This design comes from an exercise in tuning for small area, a short achievable clock period and few clock cycles on the open sky130 flow, not from production work. The RTL was checked by simulation tests, not by an equivalence proof against the original design.

==> design/flow/run.sh <==
#!/bin/bash
# synth_recipe.tcl (not shown) runs the flow's synth.tcl, then flattens the netlist and writes it again
# the make line also repeats each setting of config.mk as NAME=value (left out here)
make -C /OpenROAD-flow-scripts/flow DESIGN_CONFIG=/design/flow/config.mk WORK_HOME=/design/flow/orfs CLKGATE_MAP_FILE= SYNTH_SCRIPT=/design/flow/synth_recipe.tcl finish
==> design/flow/config.mk <==
export PLATFORM = sky130hd
export DESIGN_NAME = muldiv_sched
export DESIGN_NICKNAME = muldiv_sched
export VERILOG_FILES = /design/flow/design.v
export SDC_FILE = /design/flow/constraint.sdc
export NUM_CORES = 4
export LEC_CHECK = 0
export CAP_MARGIN = 20
export CORE_MARGIN = 2
export CORE_UTILIZATION = 40
export SETUP_SLACK_MARGIN = 4.0
export SLEW_MARGIN = 20
==> design/flow/constraint.sdc <==
create_clock -name core_clock -period 10.0 [get_ports {clk}]
set_input_delay 2.0000 -clock core_clock [delete_from_list [all_inputs] [get_ports {clk}]]
set_output_delay 2.0000 -clock core_clock [all_outputs]
set_load 0.01 [all_outputs]
==> design/flow/design.v <==
module muldiv_sched (
    input  logic        clk,
    input  logic        rst_n,
    input  logic        ex_mult,
    input  logic        ex_div,
    input  logic        ex_signed,
    input  logic        ex_mthi,
    input  logic        ex_mtlo,
    input  logic [31:0] ex_rs,
    input  logic [31:0] ex_rt,
    input  logic        id_hilo_use,
    output logic [31:0] hi,
    output logic [31:0] lo,
    output logic        busy,
    output logic        stall
);
    typedef enum logic [2:0] {S_IDLE, S_MUL, S_MCPA, S_MCOR, S_DNORM, S_DIV, S_FIX} state_t;
    state_t      state_q, state_d;
    logic [3:0]  cnt_q, cnt_d;
    logic [31:0] hi_q, hi_d, lo_q, lo_d;
    logic [1:0]  hx_q, hx_d;           
    logic [33:0] hc_q, hc_d;           
    logic        c8_q, c8_d;           
    logic [32:0] b_q, b_d;             
    logic        cor_q, cor_d;         
    logic [1:0]  nb_q, nb_d;           
    logic        negq_q, negq_d, negr_q, negr_d;
    logic        mcpa_q, mcor_q;       
    logic        rs_neg, rt_neg;
    logic [31:0] rs_mag, rt_mag;
    assign rs_neg = ex_signed & ex_rs[31];
    assign rt_neg = ex_signed & ex_rt[31];
    assign rs_mag = rs_neg ? (~ex_rs + 32'd1) : ex_rs;
    assign rt_mag = rt_neg ? (~ex_rt + 32'd1) : ex_rt;
    function automatic logic [1:0] sbytes(input logic [31:0] x);
        if (x[31:7] == {25{x[31]}})        sbytes = 2'd0;
        else if (x[31:15] == {17{x[31]}})  sbytes = 2'd1;
        else if (x[31:23] == {9{x[31]}})   sbytes = 2'd2;
        else                               sbytes = 2'd3;
    endfunction
    logic [1:0] nb_rs, nb_rt;
    logic [3:0] fit_rs, fit_rt;        
    logic       use_rs;
    assign nb_rs = sbytes(ex_rs);
    assign nb_rt = sbytes(ex_rt);
    function automatic logic [3:0] fits(input logic [31:0] x, input logic extra);
        logic [3:0] f;
        f[0] = x[31:7]  == {25{x[31]}};
        f[1] = x[31:15] == {17{x[31]}};
        f[2] = x[31:23] == {9{x[31]}};
        f[3] = 1'b1;
        fits = extra ? {f[2:0], 1'b0} : f;
    endfunction
    assign fit_rs = fits(ex_rs, !ex_signed && ex_rs[31]);
    assign fit_rt = fits(ex_rt, !ex_signed && ex_rt[31]);
    assign use_rs = |(fit_rs & ~fit_rt);
    localparam int TW = 42;
    logic [33:0] bx;
    logic [TW-1:0] row [4];
    logic [TW-1:0] krow, accs, accc;
    logic [TW-1:0] sa, ca, s1, c1, s2, c2, s3, c3, s4, c4;
    logic [8:0]  lowsum;
    logic [3:0]  one_q, one_d, two_q, two_d, neg_q, neg_d;
    logic [8:0]  nmb;
    logic [11:0] nenc;
    assign nmb = (state_q == S_IDLE) ? {use_rs ? ex_rs[7:0] : ex_rt[7:0], 1'b0} : lo_q[15:7];
    for (genvar m = 0; m < 4; m++) begin : g_enc
        assign nenc[8 + m] = nmb[2*m] ^ nmb[2*m+1];
        assign nenc[4 + m] = (nmb[2*m +: 3] == 3'b011) | (nmb[2*m +: 3] == 3'b100);
        assign nenc[m]     = nmb[2*m+2];
    end
    assign bx = {b_q[32], b_q};
    function automatic logic [TW-1:0] maj(input logic [TW-1:0] a, input logic [TW-1:0] b,
                                          input logic [TW-1:0] c);
        maj = (a & b) | (a & c) | (b & c);
    endfunction
    always_comb begin
        for (int m = 0; m < 4; m++) begin
            logic [33:0] sel;
            for (int j = 0; j < 34; j++)
                sel[j] = (one_q[m] & bx[j]) | (two_q[m] & ((j == 0) ? 1'b0 : bx[j-1]));
            sel = sel ^ {34{neg_q[m]}};
            row[m] = TW'({~sel[33], sel[32:0]}) << (2 * m);
        end
        row[1][0] = neg_q[0];
        row[2][2] = neg_q[1];
        row[3][4] = neg_q[2];
        krow = TW'(42'h154_0000_0000) | TW'({neg_q[3], 5'd0, c8_q});
        accs = TW'({hx_q, hi_q});
        accc = TW'(hc_q);
    end
    assign sa = accs ^ accc ^ krow;
    assign ca = maj(accs, accc, krow) << 1;
    assign s1 = row[0] ^ row[1] ^ row[2];
    assign c1 = maj(row[0], row[1], row[2]) << 1;
    assign s2 = row[3] ^ sa ^ ca;
    assign c2 = maj(row[3], sa, ca) << 1;
    assign s3 = s1 ^ c1 ^ s2;
    assign c3 = maj(s1, c1, s2) << 1;
    assign s4 = s3 ^ c3 ^ c2;
    assign c4 = maj(s3, c3, c2) << 1;
    assign lowsum = {1'b0, s4[7:0]} + {1'b0, c4[7:0]};
    logic [34:0] a1, a3;
    logic [34:0] m3s, m3c;
    logic        q1, q2, ge1, ge2, ge3;
    logic [31:0] r2;
    logic [32:0] a2_y;
    logic        a2_ci;
    logic [33:0] a2;
    assign a1  = {3'b0, hi_q} + ~{2'b0, b_q} + 35'd1;
    assign m3s = {3'b0, hi_q} ^ ~{2'b0, b_q} ^ ~{3'b0, b_q[32:1]};
    assign m3c = {(({2'b0, hi_q} & ~{1'b0, b_q}) | ({2'b0, hi_q} & ~{2'b0, b_q[32:1]})
                  | (~{1'b0, b_q} & ~{2'b0, b_q[32:1]})), 1'b0};
    assign a3  = m3s + (m3c | 35'd1) + 35'd1;
    always_comb begin
        if (mcpa_q)      begin a2_y = hc_q[32:0];          a2_ci = c8_q; end
        else if (mcor_q) begin a2_y = {1'b0, b_q[31:0]};   a2_ci = 1'b0; end
        else             begin a2_y = ~{1'b0, b_q[32:1]};  a2_ci = 1'b1; end
    end
    assign a2  = {1'b0, hx_q[0] & mcpa_q, hi_q} + {1'b0, a2_y} + 34'(a2_ci);
    assign ge1 = ~a1[34];                   
    assign ge2 = ~a2[32];                   
    assign ge3 = ~a3[34];                   
    assign q1  = ge1;
    assign q2  = ge1 ? ge3 : ge2;
    always_comb begin
        case ({ge1, q2})
            2'b11:   r2 = a3[31:0];
            2'b10:   r2 = a1[31:0];
            2'b01:   r2 = a2[31:0];
            default: r2 = hi_q;
        endcase
    end
    logic [5:0] clz_a, clz_b;
    always_comb begin
        clz_a = 6'd32;
        for (int i = 0; i < 32; i++) if (hi_q[i]) clz_a = 6'(31 - i);
        clz_b = 6'd32;
        for (int i = 0; i < 32; i++) if (b_q[i]) clz_b = 6'(31 - i);
    end
    logic [5:0] jdiff;
    assign jdiff = clz_b - clz_a;
    always_comb begin
        state_d = state_q;
        cnt_d   = cnt_q;
        hi_d    = hi_q;
        lo_d    = lo_q;
        hx_d    = hx_q;
        hc_d    = hc_q;
        c8_d    = c8_q;
        b_d     = b_q;
        one_d   = one_q;
        two_d   = two_q;
        neg_d   = neg_q;
        cor_d   = cor_q;
        nb_d    = nb_q;
        negq_d  = negq_q;
        negr_d  = negr_q;
        case (state_q)
            S_IDLE: begin
                if (ex_mult) begin
                    state_d = S_MUL;
                    cnt_d   = {2'b0, use_rs ? nb_rs : nb_rt};
                    nb_d    = use_rs ? nb_rs : nb_rt;
                    hi_d    = '0;
                    hx_d    = 2'b10;
                    hc_d    = '0;
                    c8_d    = 1'b0;
                    {one_d, two_d, neg_d} = nenc;
                    if (use_rs) begin
                        lo_d  = ex_rs;
                        b_d   = {ex_signed & ex_rt[31], ex_rt};
                        cor_d = !ex_signed && ex_rs[31];
                    end else begin
                        lo_d  = ex_rt;
                        b_d   = {ex_signed & ex_rs[31], ex_rs};
                        cor_d = !ex_signed && ex_rt[31];
                    end
                end else if (ex_div && ex_rt != 32'd0) begin
                    state_d = S_DNORM;
                    hi_d    = rs_mag;
                    lo_d    = '0;
                    b_d     = {1'b0, rt_mag};
                    negq_d  = rs_neg ^ rt_neg;
                    negr_d  = rs_neg;
                end else if (ex_div) begin
                    lo_d = 32'hFFFF_FFFF;
                    hi_d = ex_rs;
                end else begin
                    if (ex_mthi) hi_d = ex_rs;
                    if (ex_mtlo) lo_d = ex_rs;
                end
            end
            S_MUL: begin
                {hx_d, hi_d} = s4[41:8];
                hc_d  = c4[41:8];
                c8_d  = lowsum[8];
                lo_d  = {lowsum[7:0], lo_q[31:8]};
                {one_d, two_d, neg_d} = nenc;
                cnt_d = cnt_q - 4'd1;
                if (cnt_q == 4'd0) state_d = S_MCPA;
            end
            S_MCPA: begin
                case (nb_q)
                    2'd0: begin hi_d = {{24{a2[32]}}, a2[31:24]}; lo_d = {a2[23:0], lo_q[31:24]}; end
                    2'd1: begin hi_d = {{16{a2[32]}}, a2[31:16]}; lo_d = {a2[15:0], lo_q[31:16]}; end
                    2'd2: begin hi_d = {{8{a2[32]}},  a2[31:8]};  lo_d = {a2[7:0],  lo_q[31:8]};  end
                    default: hi_d = a2[31:0];
                endcase
                if (cor_q) state_d = S_MCOR;
                else       state_d = S_IDLE;
            end
            S_MCOR: begin
                hi_d    = a2[31:0];
                state_d = S_IDLE;
            end
            S_DNORM: begin
                if (clz_a > clz_b) begin
                    if (negr_q) state_d = S_FIX;
                    else        state_d = S_IDLE;
                end else begin
                    state_d = S_DIV;
                    b_d     = {1'b0, b_q[31:0]} << (jdiff[4:0] | 5'd1);
                    cnt_d   = jdiff[4:1];
                end
            end
            S_DIV: begin
                hi_d  = r2;
                lo_d  = {lo_q[29:0], q1, q2};
                b_d   = b_q >> 2;
                cnt_d = cnt_q - 4'd1;
                if (cnt_q == 4'd0) begin
                    if (negr_q || negq_q) state_d = S_FIX;
                    else                  state_d = S_IDLE;
                end
            end
            S_FIX: begin
                if (negr_q) hi_d = ~hi_q + 32'd1;
                if (negq_q) lo_d = ~lo_q + 32'd1;
                state_d = S_IDLE;
            end
            default: state_d = S_IDLE;
        endcase
    end
    always_ff @(posedge clk) begin
        if (!rst_n) begin
            state_q <= S_IDLE;
            mcpa_q  <= 1'b0;
            mcor_q  <= 1'b0;
            hi_q    <= '0;
            lo_q    <= '0;
        end else begin
            state_q <= state_d;
            mcpa_q  <= state_d == S_MCPA;
            mcor_q  <= state_d == S_MCOR;
            hi_q    <= hi_d;
            lo_q    <= lo_d;
        end
        cnt_q  <= cnt_d;
        hx_q   <= hx_d;
        hc_q   <= hc_d;
        c8_q   <= c8_d;
        b_q    <= b_d;
        one_q  <= one_d;
        two_q  <= two_d;
        neg_q  <= neg_d;
        cor_q  <= cor_d;
        nb_q   <= nb_d;
        negq_q <= negq_d;
        negr_q <= negr_d;
    end
    assign busy  = (state_q != S_IDLE);
    assign stall = busy & id_hilo_use;
    assign hi    = hi_q;
    assign lo    = lo_q;
endmodule
==> metrics list, run 1 <==
* Result of the run: finished clean
- Async set or reset register ratio after synthesis: 0
- Final min period: 5.940 ns
- Die ar.: 73190 um^2
- Crit Path Max Fanout: 8
- Of the total synthesized cell area, the portion taken by AND, OR, NAND and NOR gates is 0.1551.
- Starting density of the core: 0.4051
- Final wirelength: 136100 um
- Cell count after synthesis: 3578
* DRC violation count after routing: 0
- Post-synth cell types: 104
- Placeable Area: 70150 um^2
- In this run the tool buffered the top-level ports with 137 buffer cells.
- Share of the yosys chip area belonging to registers: 0.1437
- Counting flops with a built-in enable in the synthesized netlist gives 90.
- Buffer cell driving the clock tree root: sky130_fd_sc_hd__clkbuf_16
- Final setup violation count: 0
- Largest family of logic cells by synthesized area: compound AO/OA/AOI/OAI gates
* CTS hold repair buffers: 0
- Net count after synthesis: 3996
- Cell-by-cell trace of the critical path: clkdlybuf4s50_1 > or4_1 > or3_1 > nor3_1 > a21oi_1 > a211oi_4 > o21ai_0 > o221ai_1 > o211ai_1 > o21a_1 > o221a_2
* CTS sink count: 159
- On the critical path, the stage with the largest delay is an instance of sky130_fd_sc_hd__clkdlybuf4s50_1.
* Kind of capture point of the worst setup path: register
* Synth Area in XOR/XNOR: 0.09216
- Area growth, synth to finish: 9.850%
* Number of DRC violations after detailed-routing iteration 0: 4864
* Endpoints failing hold: 0
- The commonest cells after synthesis are 266 x sky130_fd_sc_hd__o21ai_0, 264 x sky130_fd_sc_hd__a21oi_1, 264 x sky130_fd_sc_hd__clkbuf_1, 255 x sky130_fd_sc_hd__nand2_1, 254 x sky130_fd_sc_hd__nor2_1.
* Number of maximum-capacitance constraint violations: 0
* Count of nets left with antenna violations after detail routing: 0
- Summed over all instances, the cell type with the most area after synthesis is sky130_fd_sc_hd__fa_1.
* Critical Path RT: 10.43 ns
- Buffer depth of the longest clock path: 2
- The synthesized netlist occupies a cell area of 28420 um^2.
- For this run, the top clock speed supported by timing is 168.3 MHz.
- Top cells by area in the synthesized netlist: sky130_fd_sc_hd__fa_1 12%, sky130_fd_sc_hd__edfxtp_1 9.5%, sky130_fd_sc_hd__ha_1 7.8%
* Aggregate global routing overflow: 0
* Number of top-level pins: 138
- Critical Path AT: 6.37 ns
- The first global-routing pass estimated 197200 um of wire.
- Sum of net half-perimeters after detailed placement: 102800 um
- Unrepaired setup endpoints after global routing: false
- Final Instance Area: 31210 um^2
- Final sum of negative setup slack: 0 ns
- Share of the synthesized area in compound gates (AO/OA/AOI/OAI): 0.2919
- Via density: 6.868
- The final layout contains 3930 nets.
- TritonCTS built the clock tree.
- Clock tree synthesis inserted a total of 17 buffers.
- Count of final max-slew check failures: 0
* Sum of buffers and inverters on the critical path: 1
* Most instantiated library cell after synthesis: sky130_fd_sc_hd__o21ai_0
- Max Clock Skew: 0.02916 ns
* Gate family responsible for the most delay along the worst path: compound AO/OA/AOI/OAI gates
* FF+latch count, synth: 159
- For this run, the slowest stage of the critical path takes 0.66 ns.
- Antenna violations before repair: 6
* Worst relative slew slack: 0.1688
* Largest net degree at the start of global routing: 82
* Kind of start point of the critical path: input pin
* 1st-pass router iterations: 6
* HP Class: reg -> reg
- Adder-cell area share of the yosys netlist: 0.1970
- Clock-pin slew was measured on the worst setup and hold paths at 0.09 ns.
* Total vias in the final route: 30690
- The floorplan has 97 rows.
* Final weighted congestion of routability-driven global placement: 1.020
- The portion of synthesized area spent on multiplexers is 0.04782.
- At the later pin of the worst-skew pair, clock insertion delay measures 0.54 ns.
- Post-DR wirelength/cell: 30.45 um
- Worst Tran Pin Value: 1.247 ns
* Avg Synthesized Cell Area: 7.942 um^2
* YS warnings: 2
* H-tree depth: 4
- The via count of the first global-routing pass came to 28680.
- Among all flip-flop cells after synthesis, the most frequent one is sky130_fd_sc_hd__edfxtp_1.
- Die W: 270.5 um
- Placed cell area: 30350 um^2
- The setup path with the least slack is of type in -> reg.
- The die is 270.5 um tall.
- Of the post-synthesis cell area, the dominant cell type holds 0.1191.
- Overall fraction of global-route tracks in use: 0.3608
- Of the cells placed in the final design, the portion with a size suffix greater than 1 is 0.07574.
- Post-route clock period utilization: 0.5940
-- layout make-up --
class / count / area (um^2)
sequential: 159 / 4093
tap: 940 / 1176
multi-input combinational: 2924 / 22470
timing repair inverter: 1 / 7.507
antenna: 4 / 10.01
clock buffer: 18 / 450.4
fill: 7123 / 38930
timing repair buffer: 242 / 2188
inverter: 167 / 638.1
clock inverter: 14 / 185.2
-- tightest hold or removal path: cells and delay by family (launching register included) --
kind,cells,cell delay (ns)
flip-flops,1,0.40
AND/OR/NAND/NOR,1,0.09
AO/OA/AOI/OAI,1,0.05
-- metal layers --
layer	share of wire	wire, um	track usage
met1	0.39	53120	0.4796
met2	0.42	56780	0.5331
met3	0.13	17070	0.09000
met4	0.066	9045	0.2014
met5	0.00030	41	0
-- state kept, by name, indices dropped and copies added (netlist names), 2 cells and up --
name and flops:
b_q 33, cnt_q 4, hc_q 33, hi_q 32
hx_q 2, lo_q 32, nb_q 2, neg_q 4
one_q 4, state_q 3, two_q 4
-- worst paths after layout --
check | from | end | slack (ns) | depth (start not counted)
min reg2reg | lo_q[21] | lo_q[21] | 0.59 | 2
max reg2reg | b_q[4] | b_q[28] | 4.22 | 22
max | ex_rs[24] | lo_q[31] | 4.06 | 11
min | lo_q[21] | lo_q[21] | 0.59 | 2
-- cell usage in the layout, fill, tap and decap left out, drive strengths merged, types with 19 or more instances in the layout --
| master | count |
|---|---|
| o21ai | 276 |
| a21oi | 266 |
| nor2 | 258 |
| nand2 | 256 |
| xnor2 | 236 |
| ha | 177 |
| inv | 170 |
| fa | 169 |
| a22oi | 154 |
| clkdlybuf4s50 | 136 |
| buf | 105 |
| nor3 | 102 |
| edfxtp | 90 |
| mux2i | 75 |
| dfxtp | 69 |
| xor2 | 63 |
| nand3 | 61 |
| a221oi | 54 |
| a21o | 53 |
| mux2 | 52 |
| a31oi | 52 |
| o211ai | 48 |
| and2 | 44 |
| a211oi | 39 |
| o31ai | 36 |
| nor4 | 34 |
| or3 | 32 |
| nand4 | 31 |
| o221ai | 27 |
| a221o | 26 |
| o21a | 25 |
| a222oi | 22 |
| or4 | 20 |
| nand2b | 19 |
| clkbuf | 19 |
-- repair_timing --
action                                  in CTS  in global routing
pin swaps                                    2                  4
endpoints found under the setup margin      44                 88
cloned                                       1                  2
resized for setup                            5                 14
buffers inserted                             3                  8
-- kinds of logic after synthesis --
family                   count (synthesis)
flip-flops                             159
adder cells (fa/ha/maj)                346
AND/OR/NAND/NOR                        918
multiplexers                           128
AO/OA/AOI/OAI                         1231
XOR/XNOR                               299
buffers and inverters                  497
-- metrics by stage --
step                      utilization  hold WS, ns  setup WS, ns  std cells
after floorplan                     -       0.5496         4.143       3578
after global placement         0.4322       0.5772         3.126       4416
after detailed placement       0.4327       0.5741         3.359       4417
after CTS                      0.4423       0.5880         3.995       4453
after global routing           0.4448       0.6160         4.021       4465
final                          0.4450       0.5920         4.060       4469
Testbench counts, summed over its fixed seeds: cycles 5,406.
==> run 2: changes to the inputs <==
--- a/design/flow/config.mk
+++ b/design/flow/config.mk
@@ -9,4 +9,4 @@
 export CORE_MARGIN = 2
 export CORE_UTILIZATION = 40
-export SETUP_SLACK_MARGIN = 4.0
+export SETUP_SLACK_MARGIN = 4.5
 export SLEW_MARGIN = 20
==> metrics list, run 2 <==
- Standard cell with the maximum stage delay on the critical path: sky130_fd_sc_hd__or4_1
- The top-area cell type share of the netlist area is 0.1191 (unchanged).
- Largest net degree at the start of global routing: 58 (-29%)
- The die span in x came to 270.5 um (unchanged).
- The data arrival time at the worst-slack endpoint was 5.93 ns (-0.44 ns).
* Critical Path RT: 10.40 ns (-0.03 ns)
* Reg-to-reg critical path endpoint: hi_q[29]
- The cell count after placement came to 4407 (-0.23%).
* Path depth of the worst reg2reg path: 13 (-41%)
* Dominant register cell in the synthesized netlist: sky130_fd_sc_hd__edfxtp_1
- Buffer cell driving the clock tree root: sky130_fd_sc_hd__clkbuf_16
- Count of flip-flops with a built-in enable after synthesis: 90 (unchanged)
- The number of fillers in the final layout is 7164 (+0.58%).
- Worst relative slew slack: 0.1660 (-0.002859)
- The clock slew seen by the registers of the worst setup and hold paths is 0.08 ns (about the same).
- Multi-input gate area in the final layout: 22620 um^2 (+0.66%)
- Sum of net half-perimeters after detailed placement: 102100 um (-0.67%)
- The number of max-capacitance violations reported was 0 (unchanged).
* HP Class: reg -> reg
* Top post-synthesis cells by count: 266 x sky130_fd_sc_hd__o21ai_0, 264 x sky130_fd_sc_hd__a21oi_1, 264 x sky130_fd_sc_hd__clkbuf_1, 255 x sky130_fd_sc_hd__nand2_1, 254 x sky130_fd_sc_hd__nor2_1
* Final weighted congestion of routability-driven global placement: 1.006 (-1.4%)
- The post-layout instance area came to 31470 um^2 (+0.81%).
* TritonCTS clock tree: done
- The per-cell via count in the routed design is 6.849 (-0.28%).
- The number of failing hold endpoints at the final stage is 0 (unchanged).
- Top cells by area in the synthesized netlist: sky130_fd_sc_hd__fa_1 12%, sky130_fd_sc_hd__edfxtp_1 9.5%, sky130_fd_sc_hd__ha_1 7.8%
* Final std cells w/o fill: 4485 (+0.36%)
- Final WS setup: 4.474 ns (+0.4138 ns)
* Cell-by-cell trace of the critical path: clkdlybuf4s50_1 > or4_1 > or3_1 > o41ai_4 > buf_4 > nor2_4 > o41ai_1 > xnor2_1 > a222oi_1 > o311ai_0 > a21oi_1 > a31oi_1
* Placed cell area: 30250 um^2 (-0.34%)
- The clock latency on the worst-skew pair was 0.53 ns (about the same).
- Final min period: 5.527 ns (-0.4138 ns)
- Post-placement worst setup slack: 3.448 ns (+0.08862 ns)
- Top flop regs: b_q: 33 flops, hc_q: 33 flops
* Total vias in the final route: 30720 (+0.081%)
- DRC violation count after routing: 0 (unchanged)
- Share of the yosys chip area belonging to registers: 0.1437 (unchanged)
- STA classifies the critical path startpoint as an input pin.
- The area of the core region was 70150 um^2 (unchanged).
- The highest cell delay on the worst timing path is 0.68 ns (+0.02 ns).
* Final setup violation count: 0 (unchanged)
- Post-synth cell types: 104 (unchanged)
- The global-route wire length before repair came to 197100 um (about the same).
- The synthesized area per cell came to 7.942 um^2 (unchanged).
- Share of layout cells above drive strength 1: 0.08616 (+0.01041)
- Count of final max-slew check failures: 0 (unchanged)
* Cell accounting for the most synthesized area: sky130_fd_sc_hd__fa_1
- The average wire length per cell after detail routing is 30.47 um (about the same).
- Most instantiated library cell after synthesis: sky130_fd_sc_hd__o21ai_0
- Number of instances on the worst hold path: 2 (unchanged)
- The number of I/O pins is 138 (unchanged).
- Hold path start: lo_q[21]
- Reg-to-reg setup timing slack: 4.48 ns (+0.26 ns)
- Number of DRC violations after detailed-routing iteration 0: 5176 (+6.4%)
* Count of nets left with antenna violations after detail routing: 0 (unchanged)
* Async set or reset register ratio after synthesis: 0 (unchanged)
- Highest achievable clock rate: 180.9 MHz (+7.5%)
- Chip height: 270.5 um (unchanged)
- Post-route clock period utilization: 0.5527 (-0.04138)
- The total number of placement rows is 97 (unchanged).
- The synthesized net count came to 3996 (unchanged).
- Die ar.: 73190 um^2 (unchanged)
* Reg-to-Reg Start: b_q[2]
* H-tree depth: 4 (unchanged)
* Buffers on Ports: 137 (unchanged)
* Unrepaired setup endpoints after global routing: true
- The sum of negative setup slack came to 0 ns (unchanged).
- From synthesis to final layout, the design area changed by 10.74%.
- The overall fraction of global-route tracks in use came to 0.3612 (+0.0004155).
- CTS sink count: 159 (unchanged)
* Commonest cells after routing, fill and taps aside: 262 x sky130_fd_sc_hd__o21ai_0, 257 x sky130_fd_sc_hd__a21oi_1, 254 x sky130_fd_sc_hd__nand2_1
- Starting density of the core: 0.4051 (unchanged)
* Kind of capture point of the worst setup path: register
- Most frequent standard cell in the layout excluding fill and tap cells: sky130_fd_sc_hd__o21ai_0
* CTS hold repair buffers: 0 (unchanged)
- The path with the worst hold slack has its endpoint at lo_q[21].
* Cell Area, Synth: 28420 um^2 (unchanged)
- Cell count after synthesis: 3578 (unchanged)
- The total number of yosys warnings is 2 (unchanged).
* Num CTS Buffers: 17 (unchanged)
- Final wirelength: 136700 um (+0.45%)
- CP Class: in -> reg
- The count of nets after finishing is 3945 (+0.38%).
- The remaining global-route overflow was 0 (unchanged).
* Crit Path Max Fanout: 25 (+17)
* Sequential standard cell area: 4099 um^2 (+0.15%)
* Worst Tran Pin Value: 1.247 ns (+0.00005971 ns)
- The maximum clock insertion buffer count is 2 (unchanged).
- 1st-pass router iterations: 12 (+6)
* Antenna violations before repair: 8 (+2)
- FF+latch count, synth: 159 (unchanged)
- Via count of the first global-routing pass: 28540 (-0.52%)
* Max Clock Skew: 0.02711 ns (-0.002048 ns)
- Result of the run: finished clean
## run 2: cell count changes in the layout (fill, tap and decap cells not counted), moves of 6 or more
cell / before / now
sky130_fd_sc_hd__clkinv_8: 6 / 0
sky130_fd_sc_hd__dlygate4sd2_1: 0 / 6
sky130_fd_sc_hd__clkdlybuf4s50_1: 136 / 128
sky130_fd_sc_hd__buf_4: 102 / 111
## run 2: repair_timing
action | CTS | global route
endpoints found under the hold margin | 0 | 0
buffers inserted | 12 | 22
gates cloned | 5 | 2
setup endpoints to repair | 131 | 122
gates resized for setup | 30 | 36
pin swaps | 10 | 10
## run 2: kinds of logic (layout without fill, tap and decap cells)
| logic type | after synthesis | count (layout) | synth area share |
|---|---|---|---|
| xor gates and xnor gates | 299 | 299 | 0.09216 |
| AOI/OAI and AO/OA | 1231 | 1233 | 0.2919 |
| adders and majority gates | 346 | 346 | 0.1970 |
| other | 0 | 5 | 0 |
| DFF | 159 | 159 | 0.1437 |
| and+or+nand+nor | 918 | 921 | 0.1551 |
| buffers and inverters | 497 | 454 | 0.07230 |
| muxes | 128 | 128 | 0.04782 |
## run 2: cell type report
| type | count | area share |
|---|---|---|
| clock inverters | 12 | 0.003936 |
| well taps | 940 | 0.03738 |
| clock buffers | 20 | 0.01523 |
| flip-flops and latches | 159 | 0.1303 |
| diodes | 5 | 0.0003976 |
| multi-input cells | 2927 | 0.7187 |
| repair buffers | 254 | 0.07324 |
| repair inverters | 1 | 0.0002386 |
| inverters | 167 | 0.02064 |
## run 2: critical path: cells and delay by family
| family | cells | cell delay (ns) |
|---|---|---|
| buffers and inverters | 2 | 0.87 |
| AND/OR/NAND/NOR | 3 | 1.19 |
| XOR/XNOR | 1 | 0.27 |
| AO/OA/AOI/OAI | 6 | 1.58 |
## run 2: stage by stage
step | hold WS (ns) | util
finish | 0.5848 | 0.4486
global route | 0.6139 | 0.4485
CTS | 0.5724 | 0.4432
detailed placement | 0.5597 | 0.4312
global placement | 0.5725 | 0.4311
floorplan | 0.5496 | -
## run 2: how the worst max path moves through the flow
stage / from / to / slack, ns
after global routing: ex_rs[8] / b_q[21] / 4.38
after floorplan: ex_rt[18] / two_q[2] / 4.71
after detailed placement: ex_rt[31] / b_q[7] / 3.45
after global placement: ex_rt[31] / b_q[11] / 3.55
final: ex_rt[11] / hi_q[14] / 4.47
after CTS: ex_rs[8] / b_q[21] / 4.44
## run 2: metal layers
metal / up-vias / global-route usage / share of wire
met5: - / 0 / 0.00029
met4: 6 / 0.1951 / 0.064
met3: 462 / 0.09497 / 0.13
met2: 2439 / 0.5350 / 0.42
met1: 14680 / 0.4784 / 0.38
li1: 13130 / - / -
==> run 3: changes to the inputs <==
--- a/design/flow/config.mk
+++ b/design/flow/config.mk
@@ -9,4 +9,4 @@
 export CORE_MARGIN = 2
 export CORE_UTILIZATION = 40
-export SETUP_SLACK_MARGIN = 4.5
+export SETUP_SLACK_MARGIN = 5
 export SLEW_MARGIN = 20
==> metrics list, run 3 <==
- Via density: 6.822 (-0.38%)
* Via count of the first global-routing pass: 29390 (+3.0%)
* First-pass GRT wire length: 203000 um (+3.0%)
- Total vias in the final route: 31250 (+1.7%)
- The total clock buffers created by CTS is 17 (unchanged).
- Overall fraction of global-route tracks in use: 0.3724 (+0.01112)
- Sum of buffers and inverters on the critical path: 2 (unchanged)
- FF+latch count, synth: 159 (unchanged)
- Final sum of negative setup slack: 0 ns (unchanged)
* Reg-to-Reg Start: b_q[3]
- The worst hold path terminates at lo_q[0].
- The slew at the pin closest to its max-slew limit came to 1.265 ns (+0.01867 ns).
- Unrepaired setup endpoints after global routing: true
* Max Clock Skew: 0.01893 ns (-0.008181 ns)
* TritonCTS clock tree: done
- Async set or reset register ratio after synthesis: 0 (unchanged)
- The remaining max-slew budget at the tightest pin came to 0.1535 (-0.01249).
- The data arrival time at the worst-slack endpoint is 5.44 ns (-0.49 ns).
- The worst endpoint required time is 10.36 ns (-0.04 ns).
* Cell-by-cell trace of the critical path: buf_4 > inv_1 > ha_1 > o21ai_0 > o21ai_1 > or4bb_1 > a21oi_1 > o2111ai_1 > nand2_2 > o21ai_0 > a21o_1 > a311oi_1 > a41oi_1
- The number of remaining DRC errors is 0 (unchanged).
- Standard cell with the maximum stage delay on the critical path: sky130_fd_sc_hd__a311oi_1
- Leaving out fill and tap cells, the most frequent cells in the layout are 250 x sky130_fd_sc_hd__nand2_1, 244 x sky130_fd_sc_hd__o21ai_0, 243 x sky130_fd_sc_hd__nor2_1.
- Most instantiated library cell after synthesis: sky130_fd_sc_hd__o21ai_0
- Kind of start point of the critical path: register
- The maximum clock insertion buffer count came to 2 (unchanged).
- The flow ran to the end and the layout has no timing, DRC or antenna violations.
- The register area share after synthesis came to 0.1437 (unchanged).
- The final cell count without fillers was 4580 (+2.1%).
- Die ar.: 73190 um^2 (unchanged)
* HP Class: reg -> reg
- Grouping stages by cell kind, the critical path spends the most delay in compound AO/OA/AOI/OAI gates.
* Critical path's largest stage delay: 0.63 ns (-0.05 ns)
- The proportion of layout cells with a drive suffix above 1 came to 0.1468 (+0.06067).
- Sum of net half-perimeters after detailed placement: 104000 um (+1.9%)
- The pin count of the biggest net entering global routing is 79 (+36%).
- Later-pin clock latency in the skew report: 0.52 ns (about the same)
- Path depth of the worst reg2reg path: 13 (unchanged)
* Buffers on Ports: 137 (unchanged)
* Post-DR wirelength/cell: 30.84 um (+1.2%)
* Dominant register cell in the synthesized netlist: sky130_fd_sc_hd__edfxtp_1
- The die extent in y is 270.5 um (unchanged).
- Starting density of the core: 0.4051 (unchanged)
- Crit Path Max Fanout: 18 (-28%)
* Hold WS: 0.5971 ns (+0.01238 ns)
- Clk pin slew, worst setup/hold paths: 0.09 ns (about the same)
* Endpoints failing hold: 0 (unchanged)
- The die span in x came to 270.5 um (unchanged).
* Final wirelength: 141200 um (+3.3%)
- Synth top area share: 0.1191 (unchanged)
* CTS sink count: 159 (unchanged)
- Antenna violations before repair: 4 (-4)
* Avg Synthesized Cell Area: 7.942 um^2 (unchanged)
* Count of standard-cell rows: 97 (unchanged)
- The synthesized design spends more area on one cell type than any other, namely sky130_fd_sc_hd__fa_1.
- The number of library cell types mapped by synthesis is 104 (unchanged).
- The iteration-0 DRC count of the detailed router is 4612 (-11%).
- The remaining global-route overflow was 0 (unchanged).
* Net count after synthesis: 3996 (unchanged)
* Most frequent standard cell in the layout excluding fill and tap cells: sky130_fd_sc_hd__nand2_1
- The H-tree level count was 4 (unchanged).
* Number of maximum-capacitance constraint violations: 0 (unchanged)
* Net count, final: 4042 (+2.5%)
* Number of top-level pins: 138 (unchanged)
- Number of placed instances, taps included: 4415 (+0.18%)
- Area growth, synth to finish: 16.25%
- Post-route clock period utilization: 0.5081 (-0.04453)
- The worst hold path begins at lo_q[0].
- The minimum period implied by the final worst setup slack is 5.081 ns (-0.4453 ns).
* Count of nets left with antenna violations after detail routing: 0 (unchanged)
- Placeable Area: 70150 um^2 (unchanged)
* Cell Area, Synth: 28420 um^2 (unchanged)
- End-of-flow core utilization: 0.4709 (+0.02233)
* Final setup violation count: 0 (unchanged)
- The register-to-register path setup slack was 4.92 ns (+0.44 ns).
- The critical path is of the reg -> reg type.
* Final weighted congestion of routability-driven global placement: 1.038 (+3.3%)
* Count of final max-slew check failures: 0 (unchanged)
- Cell seen most often among critical-path stages: sky130_fd_sc_hd__o21ai_0
* Number of instances on the worst hold path: 2 (unchanged)
* Kind of capture point of the worst setup path: register
- The achievable clock frequency came to 196.8 MHz (+8.8%).
* Buffer cell driving the clock tree root: sky130_fd_sc_hd__clkbuf_16
* Top cells by area in the synthesized netlist: sky130_fd_sc_hd__fa_1 12%, sky130_fd_sc_hd__edfxtp_1 9.5%, sky130_fd_sc_hd__ha_1 7.8%
- Count of flip-flops with a built-in enable after synthesis: 90 (unchanged)
- 1st-pass router iterations: 14 (+2)
* Top flop regs: b_q: 33 flops, hc_q: 33 flops
* Top post-synthesis cells by count: 266 x sky130_fd_sc_hd__o21ai_0, 264 x sky130_fd_sc_hd__a21oi_1, 264 x sky130_fd_sc_hd__clkbuf_1, 255 x sky130_fd_sc_hd__nand2_1, 254 x sky130_fd_sc_hd__nor2_1
- YS warnings: 2 (unchanged)
* Cell count after synthesis: 3578 (unchanged)
- The worst register-to-register path ends at hi_q[31].
[run 3: worst register-to-register path, stage by stage (launching register included)]
cell	delay, ns
sky130_fd_sc_hd__edfxtp_1	0.32
sky130_fd_sc_hd__buf_4	0.30
sky130_fd_sc_hd__inv_1	0.27
sky130_fd_sc_hd__ha_1	0.40
sky130_fd_sc_hd__o21ai_0	0.14
sky130_fd_sc_hd__o21ai_1	0.29
sky130_fd_sc_hd__or4bb_1	0.60
sky130_fd_sc_hd__a21oi_1	0.37
sky130_fd_sc_hd__o2111ai_1	0.39
sky130_fd_sc_hd__nand2_2	0.45
sky130_fd_sc_hd__o21ai_0	0.19
sky130_fd_sc_hd__a21o_1	0.37
sky130_fd_sc_hd__a311oi_1	0.63
sky130_fd_sc_hd__a41oi_1	0.21
[run 3: final cells by class]
class / instances / area, um^2
diodes: 3 / 7.507
clock buffers: 17 / 425.4
clock inverters: 15 / 162.7
fillers: 7086 / 37120
inverters: 167 / 660.6
multi-input cells: 2929 / 23310
flip-flops and latches: 159 / 4101
well taps: 940 / 1176
repair buffers: 349 / 3184
repair inverters: 1 / 7.507
[run 3: cells by family (layout without fill, tap and decap cells)]
family	after synthesis	in the layout	synth area share
compound gates	1231	1233	0.2919
other cells	0	3	0
mux	128	128	0.04782
fa+ha+maj	346	346	0.1970
xor+xnor	299	299	0.09216
simple gates	918	923	0.1551
flops	159	159	0.1437
buf+inv	497	549	0.07230
[run 3: metal layers]
metal,vias to the layer above,track usage,part of all wire
met3,545,0.1164,0.13
met5,-,0,0
met2,2442,0.5488,0.42
li1,13340,-,-
met1,14920,0.4800,0.38
met4,0,0.2117,0.071
[run 3: through the flow]
step,cell area (um^2),worst slack (ns)
2_1_floorplan,28460,4.835
3_3_place_gp,30320,3.482
3_5_place_dp,30320,3.491
4_1_cts,31840,4.999
5_1_grt,33030,4.898
6_report,33030,4.919
[run 3: what timing repair did]
action                                  CTS  global route
buffers inserted                         60            56
pin swaps                                23            60
hold buffers                              0             0
cloned                                    9             4
resized for setup                       155           196
endpoints found under the setup margin  157           132
[run 3: worst max path at each step]
stage / from / endpoint / slack (ns) / cells after the start
after floorplan: ex_rt[17] / two_q[2] / 4.84 / 13
after global placement: ex_rt[31] / b_q[10] / 3.48 / 11
after detailed placement: ex_rt[31] / b_q[10] / 3.49 / 11
after CTS: mcor_q / hi_q[7] / 5.00 / 15
after global routing: hi_q[0] / b_q[25] / 4.90 / 27
final: b_q[3] / hi_q[31] / 4.92 / 13
==> run 4: changes to the inputs <==
--- a/design/flow/config.mk
+++ b/design/flow/config.mk
@@ -11,2 +11,3 @@
 export SETUP_SLACK_MARGIN = 5
 export SLEW_MARGIN = 20
+export TNS_END_PERCENT = 5
==> metrics list, run 4 <==
- Critical path's largest stage delay: 0.56 ns (-0.07 ns)
- Reg-to-reg critical path endpoint: b_q[16]
* Final setup violation count: 0 (unchanged)
- In this run the most critical hold path is launched from lo_q[21].
- YS warnings: 2 (unchanged)
* Fill cells: 6918 (-2.4%)
- The library cell used most frequently in the layout, excluding fill and tap cells, is sky130_fd_sc_hd__o21ai_0.
* H-tree depth: 4 (unchanged)
- The placer congestion estimate was 1.020 (-1.8%).
- The count of nets after finishing came to 4036 (-0.15%).
- Top flop regs: b_q: 33 flops, hc_q: 33 flops
- Ranked by total cell area, the synthesized netlist is headed by sky130_fd_sc_hd__fa_1 12%, sky130_fd_sc_hd__edfxtp_1 9.5%, sky130_fd_sc_hd__ha_1 7.8%.
* Total vias in the final route: 31620 (+1.2%)
* Cell accounting for the most synthesized area: sky130_fd_sc_hd__fa_1
- The data arrival time at the worst-slack endpoint was 5.55 ns (+0.11 ns).
* Number of top-level pins: 138 (unchanged)
- The area of all sequential standard cells came to 4101 um^2 (unchanged).
* Standard cell with the maximum stage delay on the critical path: sky130_fd_sc_hd__mux2i_1
- Reg-to-reg setup timing slack: 4.79 ns (-0.13 ns)
- The worst endpoint required time came to 10.34 ns (-0.02 ns).
- Count of final max-slew check failures: 0 (unchanged)
* Number of DRC violations after detailed-routing iteration 0: 5107 (+11%)
- Path depth of the worst reg2reg path: 21 (+8)
- Walking the worst path, the cells encountered are buf_6 > nor2_4 > o311ai_4 > a311oi_2 > o31ai_2 > a211oi_2 > o311ai_2 > a311oi_1 > nor3_1 > o31ai_2 > inv_1 > fa_2 > xor2_4 > buf_12 > buf_12 > nor2_4 > a21oi_4 > mux2i_1 > mux2i_1 > buf_4 > o221ai_1.
- The number of failing hold endpoints at the final stage was 0 (unchanged).
* Most instantiated library cell after synthesis: sky130_fd_sc_hd__o21ai_0
- Later-pin clock latency in the skew report: 0.53 ns (about the same)
- The number of remaining DRC errors is 0 (unchanged).
* Cell Area, Synth: 28420 um^2 (unchanged)
* Via density: 6.909 (+1.3%)
- The initial antenna violation count is 8 (+4).
- The synthesized net count was 3996 (unchanged).
- STA classifies the critical path endpoint as a register.
- Multi-input gate area in the final layout: 23270 um^2 (-0.16%)
* Post-synth cell types: 104 (unchanged)
* FF+latch count, synth: 159 (unchanged)
* Sum of net half-perimeters after detailed placement: 102800 um (-1.2%)
* Placeable Area: 70150 um^2 (unchanged)
* Crit Path Max Fanout: 6 (-12)
- Die W: 270.5 um (unchanged)
* Buffer cell driving the clock tree root: sky130_fd_sc_hd__clkbuf_16
- Final Instance Area: 33070 um^2 (about the same)
- Via count of the first global-routing pass: 29180 (-0.74%)
- Buffers on Ports: 137 (unchanged)
- Sum of buffers and inverters on the critical path: 5 (+3)
- Starting density of the core: 0.4051 (unchanged)
- STA classifies the critical path startpoint as a register.
- The min-delay analysis places its worst path in the category reg -> reg.
- Count of nets left with antenna violations after detail routing: 0 (unchanged)
- Avg Synthesized Cell Area: 7.942 um^2 (unchanged)
* Final wirelength: 140300 um (-0.64%)
- Overall fraction of global-route tracks in use: 0.3670 (-0.005381)
- Die ar.: 73190 um^2 (unchanged)
* Clk pin slew, worst setup/hold paths: 0.09 ns (about the same)
- CP Class: reg -> reg
- CTS hold repair buffers: 0 (unchanged)
- The top-area cell type share of the netlist area came to 0.1191 (unchanged).
- The minimum period implied by the final worst setup slack is 5.207 ns (+0.1258 ns).
- Top post-synthesis cells by count: 266 x sky130_fd_sc_hd__o21ai_0, 264 x sky130_fd_sc_hd__a21oi_1, 264 x sky130_fd_sc_hd__clkbuf_1, 255 x sky130_fd_sc_hd__nand2_1, 254 x sky130_fd_sc_hd__nor2_1
- The worst path setup slack after routing is 4.793 ns (-0.1258 ns).
- The register area share after synthesis was 0.1437 (unchanged).
- Worst setup startpoint: b_q[1]
- Reg-to-Reg Start: b_q[1]
* Worst relative slew slack: 0.1661 (+0.01261)
- Post-DR wirelength/cell: 30.66 um (-0.57%)
- Gate family responsible for the most delay along the worst path: compound AO/OA/AOI/OAI gates
- Max Clock Skew: 0.02273 ns (+0.003794 ns)
- The remaining global-route overflow is 0 (unchanged).
- The pin count of the biggest net entering global routing was 82 (+3.8%).
- Area growth, synth to finish: 16.37% (about the same)
- Leaving out fill and tap cells, the most frequent cells in the layout are 258 x sky130_fd_sc_hd__o21ai_0, 252 x sky130_fd_sc_hd__nand2_1, 239 x sky130_fd_sc_hd__nor2_1.
* Share of layout cells above drive strength 1: 0.1383 (-0.008570)
- The total clock buffers created by CTS was 17 (unchanged).
- Post-placement worst setup slack: 3.359 ns (-0.1316 ns)
* CTS sink count: 159 (unchanged)
- The number of optimization iterations in the first detailed-route pass was 7 (-7).
- The slew at the pin closest to its max-slew limit is 1.251 ns (-0.01463 ns).
* Dominant register cell in the synthesized netlist: sky130_fd_sc_hd__edfxtp_1
* Highest achievable clock rate: 192.0 MHz (-2.4%)
- Number of instances on the worst hold path: 2 (unchanged)
* Result of the run: finished clean
- The cell area after placement is 30350 um^2 (about the same).
* Count of flip-flops with a built-in enable after synthesis: 90 (unchanged)
- Async set or reset register ratio after synthesis: 0 (unchanged)
- Destination of the worst hold path: lo_q[21]
- TritonCTS clock tree: done
- Setup repair after global routing could not meet its margin everywhere.
* Cell count after synthesis: 3578 (unchanged)
- The global-route wire length before repair came to 200400 um (-1.3%).
- The maximum clock insertion buffer count came to 2 (unchanged).
- The die extent in y was 270.5 um (unchanged).
* Count of standard-cell rows: 97 (unchanged)
- Number of maximum-capacitance constraint violations: 0 (unchanged)
* Final sum of negative setup slack: 0 ns (unchanged)
- Hold WS: 0.5933 ns (-0.003830 ns)
* Post-route clock period utilization: 0.5207 (+0.01258)
-- run 4: cell counts after synthesis --
No cell type changed its count.
-- run 4: what timing repair did --
item | in CTS | in global routing
pin swaps | 15 | 48
gates cloned | 8 | 5
setup buffers | 31 | 77
endpoints found under the setup margin | 158 | 146
resized for setup | 84 | 189
-- run 4: area by class of cell --
cell class | count | area share
diodes | 6 | 0.0004541
repair buffers | 342 | 0.09687
multi-input cells | 2930 | 0.7038
repair inverters | 1 | 0.0002270
well taps | 940 | 0.03557
flip-flops and latches | 159 | 0.1240
inverters | 167 | 0.01987
clock inverters | 14 | 0.005600
clock buffers | 18 | 0.01362
-- run 4: tightest hold or removal path, delay by kind of cell (launching register included) --
kind / cells / cell delay [ns]
simple gates: 1 / 0.09
compound gates: 1 / 0.05
flops: 1 / 0.41
-- run 4: logic make-up (layout without fill, tap and decap cells) --
logic type,Yosys count,after routing,share of synthesized area
buffers and inverters,497,542,0.07230
other,0,6,0
muxes,128,128,0.04782
DFF,159,159,0.1437
and+or+nand+nor,918,924,0.1551
adders and majority gates,346,346,0.1970
AOI/OAI and AO/OA,1231,1233,0.2919
xor gates and xnor gates,299,299,0.09216
-- run 4: worst max-delay path by stage --
stage / to / cells after the start / slack (ns)
2_1_floorplan: b_q[0] / 23 / 4.14
3_3_place_gp: b_q[26] / 19 / 3.13
3_5_place_dp: b_q[26] / 19 / 3.36
4_1_cts: hi_q[10] / 12 / 4.81
5_1_grt: b_q[27] / 21 / 4.71
6_report: b_q[16] / 21 / 4.79
-- run 4: routing by layer --
metal | GRT usage | wire (um) | vias to the layer above
li1 | - | - | 13340
met1 | 0.4808 | 53470 | 15160
met3 | 0.09994 | 18130 | 606
met2 | 0.5404 | 58600 | 2515
met4 | 0.2133 | 10090 | 6
met5 | 0 | 31 | -
-- run 4: metrics by stage --
stage,std cells,utilization
floorplan,3578,-
global placement,4416,0.4322
detailed placement,4417,0.4327
CTS,4488,0.4515
global route,4571,0.4712
finish,4577,0.4714
==> run 5: changes to the inputs <==
--- a/design/flow/design.v
+++ b/design/flow/design.v
@@ -27,4 +27,6 @@
     logic        negq_q, negq_d, negr_q, negr_d;
     logic        mcpa_q, mcor_q;       
+    logic        sw_q, sw_d;           
+    logic        msx_q, msx_d;         
     logic        rs_neg, rt_neg;
     logic [31:0] rs_mag, rt_mag;
@@ -64,5 +66,6 @@
     logic [8:0]  nmb;
     logic [11:0] nenc;
-    assign nmb = (state_q == S_IDLE) ? {use_rs ? ex_rs[7:0] : ex_rt[7:0], 1'b0} : lo_q[15:7];
+    assign nmb = (state_q == S_IDLE) ? {use_rs ? ex_rs[7:0] : ex_rt[7:0], 1'b0}
+               : sw_q ? b_q[15:7] : lo_q[15:7];
     for (genvar m = 0; m < 4; m++) begin : g_enc
         assign nenc[8 + m] = nmb[2*m] ^ nmb[2*m+1];
@@ -70,5 +73,5 @@
         assign nenc[m]     = nmb[2*m+2];
     end
-    assign bx = {b_q[32], b_q};
+    assign bx = sw_q ? {msx_q, msx_q, lo_q} : {b_q[32], b_q};
     function automatic logic [TW-1:0] maj(input logic [TW-1:0] a, input logic [TW-1:0] b,
                                           input logic [TW-1:0] c);
@@ -154,4 +157,6 @@
         neg_d   = neg_q;
         cor_d   = cor_q;
+        sw_d    = sw_q;
+        msx_d   = msx_q;
         nb_d    = nb_q;
         negq_d  = negq_q;
@@ -168,13 +173,9 @@
                     c8_d    = 1'b0;
                     {one_d, two_d, neg_d} = nenc;
-                    if (use_rs) begin
-                        lo_d  = ex_rs;
-                        b_d   = {ex_signed & ex_rt[31], ex_rt};
-                        cor_d = !ex_signed && ex_rs[31];
-                    end else begin
-                        lo_d  = ex_rt;
-                        b_d   = {ex_signed & ex_rs[31], ex_rs};
-                        cor_d = !ex_signed && ex_rt[31];
-                    end
+                    lo_d  = ex_rt;
+                    b_d   = {ex_signed & ex_rs[31], ex_rs};
+                    msx_d = ex_signed & ex_rt[31];
+                    sw_d  = use_rs;
+                    cor_d = !ex_signed && (use_rs ? ex_rs[31] : ex_rt[31]);
                 end else if (ex_div && ex_rt != 32'd0) begin
                     state_d = S_DNORM;
@@ -196,5 +197,7 @@
                 hc_d  = c4[41:8];
                 c8_d  = lowsum[8];
-                lo_d  = {lowsum[7:0], lo_q[31:8]};
+                lo_d  = {lowsum[7:0], sw_q ? b_q[31:8] : lo_q[31:8]};
+                if (sw_q) b_d = {msx_q, lo_q};
+                sw_d  = 1'b0;
                 {one_d, two_d, neg_d} = nenc;
                 cnt_d = cnt_q - 4'd1;
@@ -266,4 +269,6 @@
         neg_q  <= neg_d;
         cor_q  <= cor_d;
+        sw_q   <= sw_d;
+        msx_q  <= msx_d;
         nb_q   <= nb_d;
         negq_q <= negq_d;
--- a/design/flow/config.mk
+++ b/design/flow/config.mk
@@ -11,3 +11,2 @@
 export SETUP_SLACK_MARGIN = 5
 export SLEW_MARGIN = 20
-export TNS_END_PERCENT = 5
==> metrics list, run 5 <==
- Cell accounting for the most synthesized area: sky130_fd_sc_hd__fa_1
- Top post-synthesis cells by count: 294 x sky130_fd_sc_hd__nand2_1, 270 x sky130_fd_sc_hd__o21ai_0, 266 x sky130_fd_sc_hd__a21oi_1, 251 x sky130_fd_sc_hd__nor2_1, 249 x sky130_fd_sc_hd__xnor2_1
* Endpoints failing hold: 0 (unchanged)
- Chip height: 272.7 um (+0.81%)
- Later-pin clock latency in the skew report: 0.53 ns (about the same)
- The total wire length was 163800 um (+17%).
- Net count after synthesis: 4063 (+1.7%)
- CTS hold repair buffers: 0 (unchanged)
- Critical Path AT: 5.56 ns (about the same)
- The synthesized instance count is 3645 (+1.9%).
- The register area share after synthesis is 0.1435 (-0.0002491).
- The area of the core region was 71490 um^2 (+1.9%).
- Crit Path Max Fanout: 18 (+12)
- The slew at the pin closest to its max-slew limit is 1.255 ns (+0.004572 ns).
- The worst setup path is of the in -> reg kind.
* Max Clock Skew: 0.01505 ns (-0.007675 ns)
- Final weighted congestion of routability-driven global placement: 1.091 (+7.0%)
* Kind of capture point of the worst setup path: register
- HP Class: reg -> reg
* Buffer cell driving the clock tree root: sky130_fd_sc_hd__clkbuf_16
* Overall fraction of global-route tracks in use: 0.4248 (+0.05780)
* Number of DRC violations after detailed-routing iteration 0: 6029 (+18%)
- The run finished with no timing, DRC or antenna violations.
- The cell area after placement came to 31100 um^2 (+2.5%).
- 1st-pass router iterations: 10 (+3)
- The clock slew seen by the registers of the worst setup and hold paths came to 0.07 ns (-0.02 ns).
- On the critical path, the stage with the largest delay is an instance of sky130_fd_sc_hd__a222oi_1.
- The global-route wire length before repair was 225900 um (+13%).
* Buffer depth of the longest clock path: 2 (unchanged)
* Starting density of the core: 0.4041 (-0.001026)
* Commonest cells after routing, fill and taps aside: 292 x sky130_fd_sc_hd__nand2_1, 258 x sky130_fd_sc_hd__a21oi_1, 256 x sky130_fd_sc_hd__o21ai_0
* Multi-input gate area in the final layout: 23710 um^2 (+1.9%)
- Final min period: 5.164 ns (-0.04284 ns)
- The average wire length per cell after detail routing was 34.98 um (+14%).
* Count of final max-slew check failures: 0 (unchanged)
* Share of layout cells above drive strength 1: 0.1381 (about the same)
- The number of remaining DRC errors is 0 (unchanged).
- Most frequent standard cell in the layout excluding fill and tap cells: sky130_fd_sc_hd__nand2_1
* Count of flip-flops with a built-in enable after synthesis: 92 (+2.2%)
* Dominant register cell in the synthesized netlist: sky130_fd_sc_hd__edfxtp_1
- Via density: 7.067 (+2.3%)
- Net count, final: 4133 (+2.4%)
- Aggregate global routing overflow: 0 (unchanged)
- Worst relative slew slack: 0.1571 (-0.009062)
- Sum of buffers and inverters on the critical path: 3 (-2)
* Sequential standard cell area: 4159 um^2 (+1.4%)
* Cell Area, Synth: 28880 um^2 (+1.6%)
- The count of vias placed by the detailed router was 33100 (+4.7%).
* Number of maximum-capacitance constraint violations: 0 (unchanged)
- In the post-synthesis netlist, the cell with the most instances is sky130_fd_sc_hd__nand2_1.
* TritonCTS clock tree: done
- Cell-by-cell trace of the critical path: clkdlybuf4s15_1 > inv_2 > ha_1 > nor3b_2 > nand4_1 > o41ai_4 > nor2_1 > buf_6 > o41ai_1 > xnor2_1 > a222oi_1 > o21ai_1 > nor3_1 > a31oi_1
- YS warnings: 2 (unchanged)
- The die span in x is 272.7 um (+0.81%).
- Unrepaired setup endpoints after global routing: true
* CTS sink count: 161 (+1.3%)
* Synth top area share: 0.1171 (-0.001929)
- The via count of the first global-routing pass came to 29960 (+2.7%).
- The worst endpoint required time was 10.40 ns (+0.06 ns).
- Critical path's largest stage delay: 0.80 ns (+0.24 ns)
- The number of I/O pins was 138 (unchanged).
- The count of final setup violators was 0 (unchanged).
- The post-layout instance area is 33690 um^2 (+1.9%).
* Sum of net half-perimeters after detailed placement: 119100 um (+16%)
- Fill cells: 7125 (+3.0%)
- Buffers on Ports: 137 (unchanged)
* Async set or reset register ratio after synthesis: 0 (unchanged)
- The register bit count reported by yosys came to 161 (+1.3%).
- The H-tree level count came to 4 (unchanged).
- Post-synth cell types: 95 (-8.7%)
- The initial antenna violation count came to 14 (+6).
- Among cell families on the critical path, the largest total delay comes from compound AO/OA/AOI/OAI gates.
- Area growth, synth to finish: 16.65%
- Top flop regs: b_q: 33 flops, hc_q: 33 flops
- Post-route clock period utilization: 0.5164 (-0.004284)
* Final sum of negative setup slack: 0 ns (unchanged)
- Count of nets left with antenna violations after detail routing: 0 (unchanged)
- The achievable clock frequency is 193.6 MHz (+0.83%).
* Kind of start point of the critical path: input pin
- The total number of placement rows was 98 (+1.0%).
* Largest net degree at the start of global routing: 69 (-16%)
- The total clock buffers created by CTS was 17 (unchanged).
- The synthesized area per cell was 7.924 um^2 (-0.22%).
- The full die area came to 74380 um^2 (+1.6%).
* Top cells by area in the synthesized netlist: sky130_fd_sc_hd__fa_1 12%, sky130_fd_sc_hd__edfxtp_1 9.6%, sky130_fd_sc_hd__ha_1 7.7%
==> run 5: cell count changes in the layout (fill, tap and decap cells not counted), sizes merged, moves of 23 or more <==
cell    change
and2       -30
and3       +36
buf        +30
inv        -23
mux2       -30
mux2i      +48
nand2      +38
nor3       -28
o21ai      +29
o221ai     +29
==> run 5: cells by family after synthesis <==
| logic type | share of synthesized area |
|---|---|
| flops | 0.1435 |
| xor+xnor | 0.09703 |
| compound gates | 0.2902 |
| fa+ha+maj | 0.1938 |
| simple gates | 0.1519 |
| mux | 0.05445 |
| buf+inv | 0.06918 |
==> run 5: through the flow <==
step / utilization / hold slack [ns] / setup WS, ns / cells
6_report: 0.4713 / 0.5925 / 4.836 / 4683
5_1_grt: 0.4712 / 0.5980 / 4.775 / 4678
4_1_cts: 0.4546 / 0.5655 / 4.950 / 4605
3_5_place_dp: 0.4350 / 0.5549 / 3.650 / 4532
3_3_place_gp: 0.4349 / 0.5785 / 3.726 / 4532
2_1_floorplan: - / 0.5523 / 4.855 / 3645
==> run 5: final cells by class <==
class	count	share of cell area
repair buffers	370	0.09807
diodes	5	0.0003713
clock inverters	14	0.005756
multi-input cells	3005	0.7036
well taps	950	0.03528
inverters	160	0.02042
clock buffers	18	0.01303
flip-flops and latches	161	0.1234
==> run 5: repair_timing <==
action,CTS,global route
endpoints found under the setup margin,148,128
pin swaps,12,28
setup buffers,38,72
gates cloned,3,1
resized for setup,129,147
==> run 5: worst paths after layout <==
kind	from	end	slack, ns	cells past startpoint
max	ex_rt[31]	hi_q[6]	4.84	14
min	hi_q[8]	hi_q[8]	0.59	2
max reg2reg	b_q[21]	lo_q[0]	4.92	11
min reg2reg	hi_q[8]	hi_q[8]	0.59	2
==> run 5: routing by layer <==
metal | up-vias | track usage | routed length (um)
li1 | 13620 | - | -
met1 | 15780 | 0.5268 | 59130
met2 | 2899 | 0.6005 | 65230
met3 | 781 | 0.1714 | 24480
met4 | 14 | 0.2876 | 14880
met5 | - | 0 | 90
==> run 5: worst register-to-register path: stages (launching register included) <==
cell                       delay (ns)
sky130_fd_sc_hd__edfxtp_1        0.71
sky130_fd_sc_hd__inv_1           0.46
sky130_fd_sc_hd__fa_1            0.57
sky130_fd_sc_hd__ha_1            0.42
sky130_fd_sc_hd__nand4_1         0.15
sky130_fd_sc_hd__or3_1           0.42
sky130_fd_sc_hd__or2_2           0.32
sky130_fd_sc_hd__and3_1          0.29
sky130_fd_sc_hd__a21oi_2         0.46
sky130_fd_sc_hd__nor2_1          0.33
sky130_fd_sc_hd__a211oi_2        0.60
sky130_fd_sc_hd__o221a_2         0.29
Testbench counts of run 5, summed over its fixed seeds: cycles 5,406.
==> run 6: changes to the inputs <==
--- a/design/flow/config.mk
+++ b/design/flow/config.mk
@@ -11,2 +11,3 @@
 export SETUP_SLACK_MARGIN = 5
 export SLEW_MARGIN = 20
+export TNS_END_PERCENT = 5
==> metrics list, run 6 <==
- The top-area cell type share of the netlist area is 0.1171 (unchanged).
- The run finished with no timing, DRC or antenna violations.
- Via density: 7.009 (-0.83%)
- Sum of net half-perimeters after detailed placement: 113600 um (-4.6%)
- The worst path setup slack after routing came to 4.967 ns (+0.1310 ns).
* Total vias in the final route: 32980 (-0.36%)
* Antenna violations before repair: 14 (unchanged)
- CTS sink count: 161 (unchanged)
* Number of maximum-capacitance constraint violations: 0 (unchanged)
- The largest registers in the layout are b_q: 33 flops, hc_q: 33 flops.
- The die extent in y came to 272.7 um (unchanged).
* CP Class: reg -> reg
- CTS hold repair buffers: 0 (unchanged)
- The utilization after layout was 0.4697 (-0.001681).
* H-tree depth: 4 (unchanged)
* Clk pin slew, worst setup/hold paths: 0.07 ns (about the same)
- The cell count after placement is 4524 (-0.18%).
- The worst register-to-register path begins at b_q[28].
- The min-delay analysis places its worst path in the category reg -> reg.
* Dominant register cell in the synthesized netlist: sky130_fd_sc_hd__edfxtp_1
- Top cells by area in the synthesized netlist: sky130_fd_sc_hd__fa_1 12%, sky130_fd_sc_hd__edfxtp_1 9.6%, sky130_fd_sc_hd__ha_1 7.7%
- Traced cell by cell, the critical path runs through clkinvlp_4 > buf_4 > o21ai_2 > a22oi_1 > xnor2_1 > fa_1 > fa_1 > fa_1 > a222oi_1 > o211ai_1 > a21oi_1 > a31oi_1.
* Destination of the worst hold path: b_q[32]
- The achievable clock frequency was 198.7 MHz (+2.6%).
* Area growth, synth to finish: 16.24%
* Critical Path AT: 5.43 ns (-0.13 ns)
- Number of top-level pins: 138 (unchanged)
- Setup repair after global routing could not meet its margin everywhere.
- Cell accounting for the most synthesized area: sky130_fd_sc_hd__fa_1
* YS warnings: 2 (unchanged)
- Hold path start: msx_q
* Final sum of negative setup slack: 0 ns (unchanged)
* Critical path's largest stage delay: 0.88 ns (+0.08 ns)
- In this run the critical register-to-register path is captured at hi_q[21].
- Cell Area, Synth: 28880 um^2 (unchanged)
- TritonCTS clock tree: done
- Largest net degree at the start of global routing: 79 (+14%)
- The slew at the pin closest to its max-slew limit was 1.264 ns (+0.009031 ns).
* Num CTS Buffers: 17 (unchanged)
- Die W: 272.7 um (unchanged)
- Buffer depth of the longest clock path: 2 (unchanged)
- The total number of placement rows was 98 (unchanged).
- The depth of the worst register-to-register path was 12 (+1).
- The area of the core region was 71490 um^2 (unchanged).
- Top post-synthesis cells by count: 294 x sky130_fd_sc_hd__nand2_1, 270 x sky130_fd_sc_hd__o21ai_0, 266 x sky130_fd_sc_hd__a21oi_1, 251 x sky130_fd_sc_hd__nor2_1, 249 x sky130_fd_sc_hd__xnor2_1
- The worst endpoint required time was 10.40 ns (about the same).
- Buffers on Ports: 137 (unchanged)
- Final wirelength: 157700 um (-3.8%)
- Endpoints failing hold: 0 (unchanged)
- Reg-to-reg setup timing slack: 4.97 ns (+0.05 ns)
- Count of nets left with antenna violations after detail routing: 0 (unchanged)
* Commonest cells after routing, fill and taps aside: 291 x sky130_fd_sc_hd__nand2_1, 261 x sky130_fd_sc_hd__a21oi_1, 260 x sky130_fd_sc_hd__o21ai_0
- Post-placement worst setup slack: 3.574 ns (-0.07632 ns)
- Later-pin clock latency in the skew report: 0.53 ns (about the same)
* Net count, final: 4149 (+0.39%)
- The minimum period implied by the final worst setup slack was 5.033 ns (-0.1310 ns).
- The placer congestion estimate is 1.121 (+2.7%).
- Starting density of the core: 0.4041 (unchanged)
- The remaining global-route overflow was 0 (unchanged).
- The root buffer cell chosen for the clock tree is sky130_fd_sc_hd__clkbuf_16.
- Final std cells w/o fill: 4705 (+0.47%)
- The largest fanout on the critical path is 8 (-10).
- Most instantiated library cell after synthesis: sky130_fd_sc_hd__nand2_1
* 1st-pass router iterations: 10 (unchanged)
* Standard cell with the maximum stage delay on the critical path: sky130_fd_sc_hd__edfxtp_1
[run 6: layout make-up]
| type | instances | share of cell area |
|---|---|---|
| inverters | 160 | 0.02050 |
| flip-flops and latches | 161 | 0.1238 |
| diodes | 11 | 0.0008199 |
| multi-input cells | 3007 | 0.7020 |
| repair buffers | 384 | 0.1012 |
| clock buffers | 25 | 0.01480 |
| well taps | 950 | 0.03540 |
| clock inverters | 7 | 0.001491 |
[run 6: how the worst max path moves through the flow]
stage | from | to | slack (ns) | cells after the start
floorplan | ex_rt[25] | two_q[2] | 4.84 | 15
global placement | ex_rs[25] | two_q[2] | 3.69 | 13
detailed placement | ex_rs[25] | two_q[2] | 3.57 | 13
CTS | mcor_q | hi_q[24] | 4.91 | 15
global route | ex_rt[1] | hi_q[17] | 4.93 | 14
finish | b_q[28] | hi_q[21] | 4.97 | 12
[run 6: metrics by stage]
stage | instance area, um^2 | hold slack, ns
global placement | 31000 | 0.6475
floorplan | 28900 | 0.5523
CTS | 32440 | 0.6520
global route | 33550 | 0.6752
finish | 33570 | 0.6836
detailed placement | 31000 | 0.6369
[run 6: routing by layer]
metal  routed length [um]  track usage  up-vias
met4                13590       0.2770        6
met1                57530       0.5152    15650
li1                     -            -    13650
met3                23900       0.1698      732
met5                   92            0        -
met2                62560       0.5720     2940
[run 6: cell families (layout without fill, tap and decap cells)]
family,after synthesis,after routing,share of synthesized area
fa+ha+maj,346,346,0.1938
simple gates,926,927,0.1519
flops,161,161,0.1435
xor+xnor,320,323,0.09703
other cells,0,11,0
buf+inv,481,576,0.06918
mux,149,149,0.05445
compound gates,1262,1262,0.2902
[run 6: worst max-delay path, delay by kind of cell, from the launching register on]
family	cells	cell delay (ns)
fa+ha+maj	3	1.73
compound gates	6	1.57
flops	1	0.88
buf+inv	2	0.42
xor+xnor	1	0.30
[run 6: timing repair]
item / 4_1_cts / 5_1_grt
cloned: 4 / 3
pin swaps: 11 / 23
endpoints found under the setup margin: 142 / 135
buffers inserted: 66 / 65
gates resized for setup: 99 / 147

## separate check: timing with driven ports
Ports are ideal in the flow. The routed layouts listed here were re-timed in OpenROAD.
Step 1 sets driving cells, clkbuf_16 on the clock port and buf_2 on the other inputs (assumed; they add their load-dependent delay and slew).
Step 2 moves the port delays by t, midway between the first and last clock arrival at a register: inputs arrive t later, outputs are due t later. That takes back most of the time a late clock gives input paths.
Slacks: no drivers / after step 1 / after step 2; pairs: no drivers / after step 1.
run	shift t [ns]	setup slack, ns	latest minus earliest clock arrival (ns)	slew at the worst register clock pin (ns)	worst slew at a driven data input, ns
run 1	0.591	4.060 / 4.096 / 3.504	0.029 / 0.029	0.10 / 0.10	0.06
run 2	0.583	4.473 / 4.483 / 3.929	0.027 / 0.027	0.10 / 0.10	0.04
run 3	0.583	4.919 / 4.919 / 4.405	0.020 / 0.019	0.09 / 0.09	0.10
run 4	0.587	4.793 / 4.793 / 4.319	0.023 / 0.023	0.10 / 0.10	0.05
run 5	0.585	4.836 / 4.877 / 4.292	0.015 / 0.015	0.08 / 0.08	0.05
run 6	0.587	4.967 / 4.903 / 4.445	0.021 / 0.021	0.08 / 0.08	0.05
After both steps every run listed still meets setup and hold. The setup slack of run 1, which loses most, moves by +0.036 ns with the drivers and by -0.556 ns with both steps.
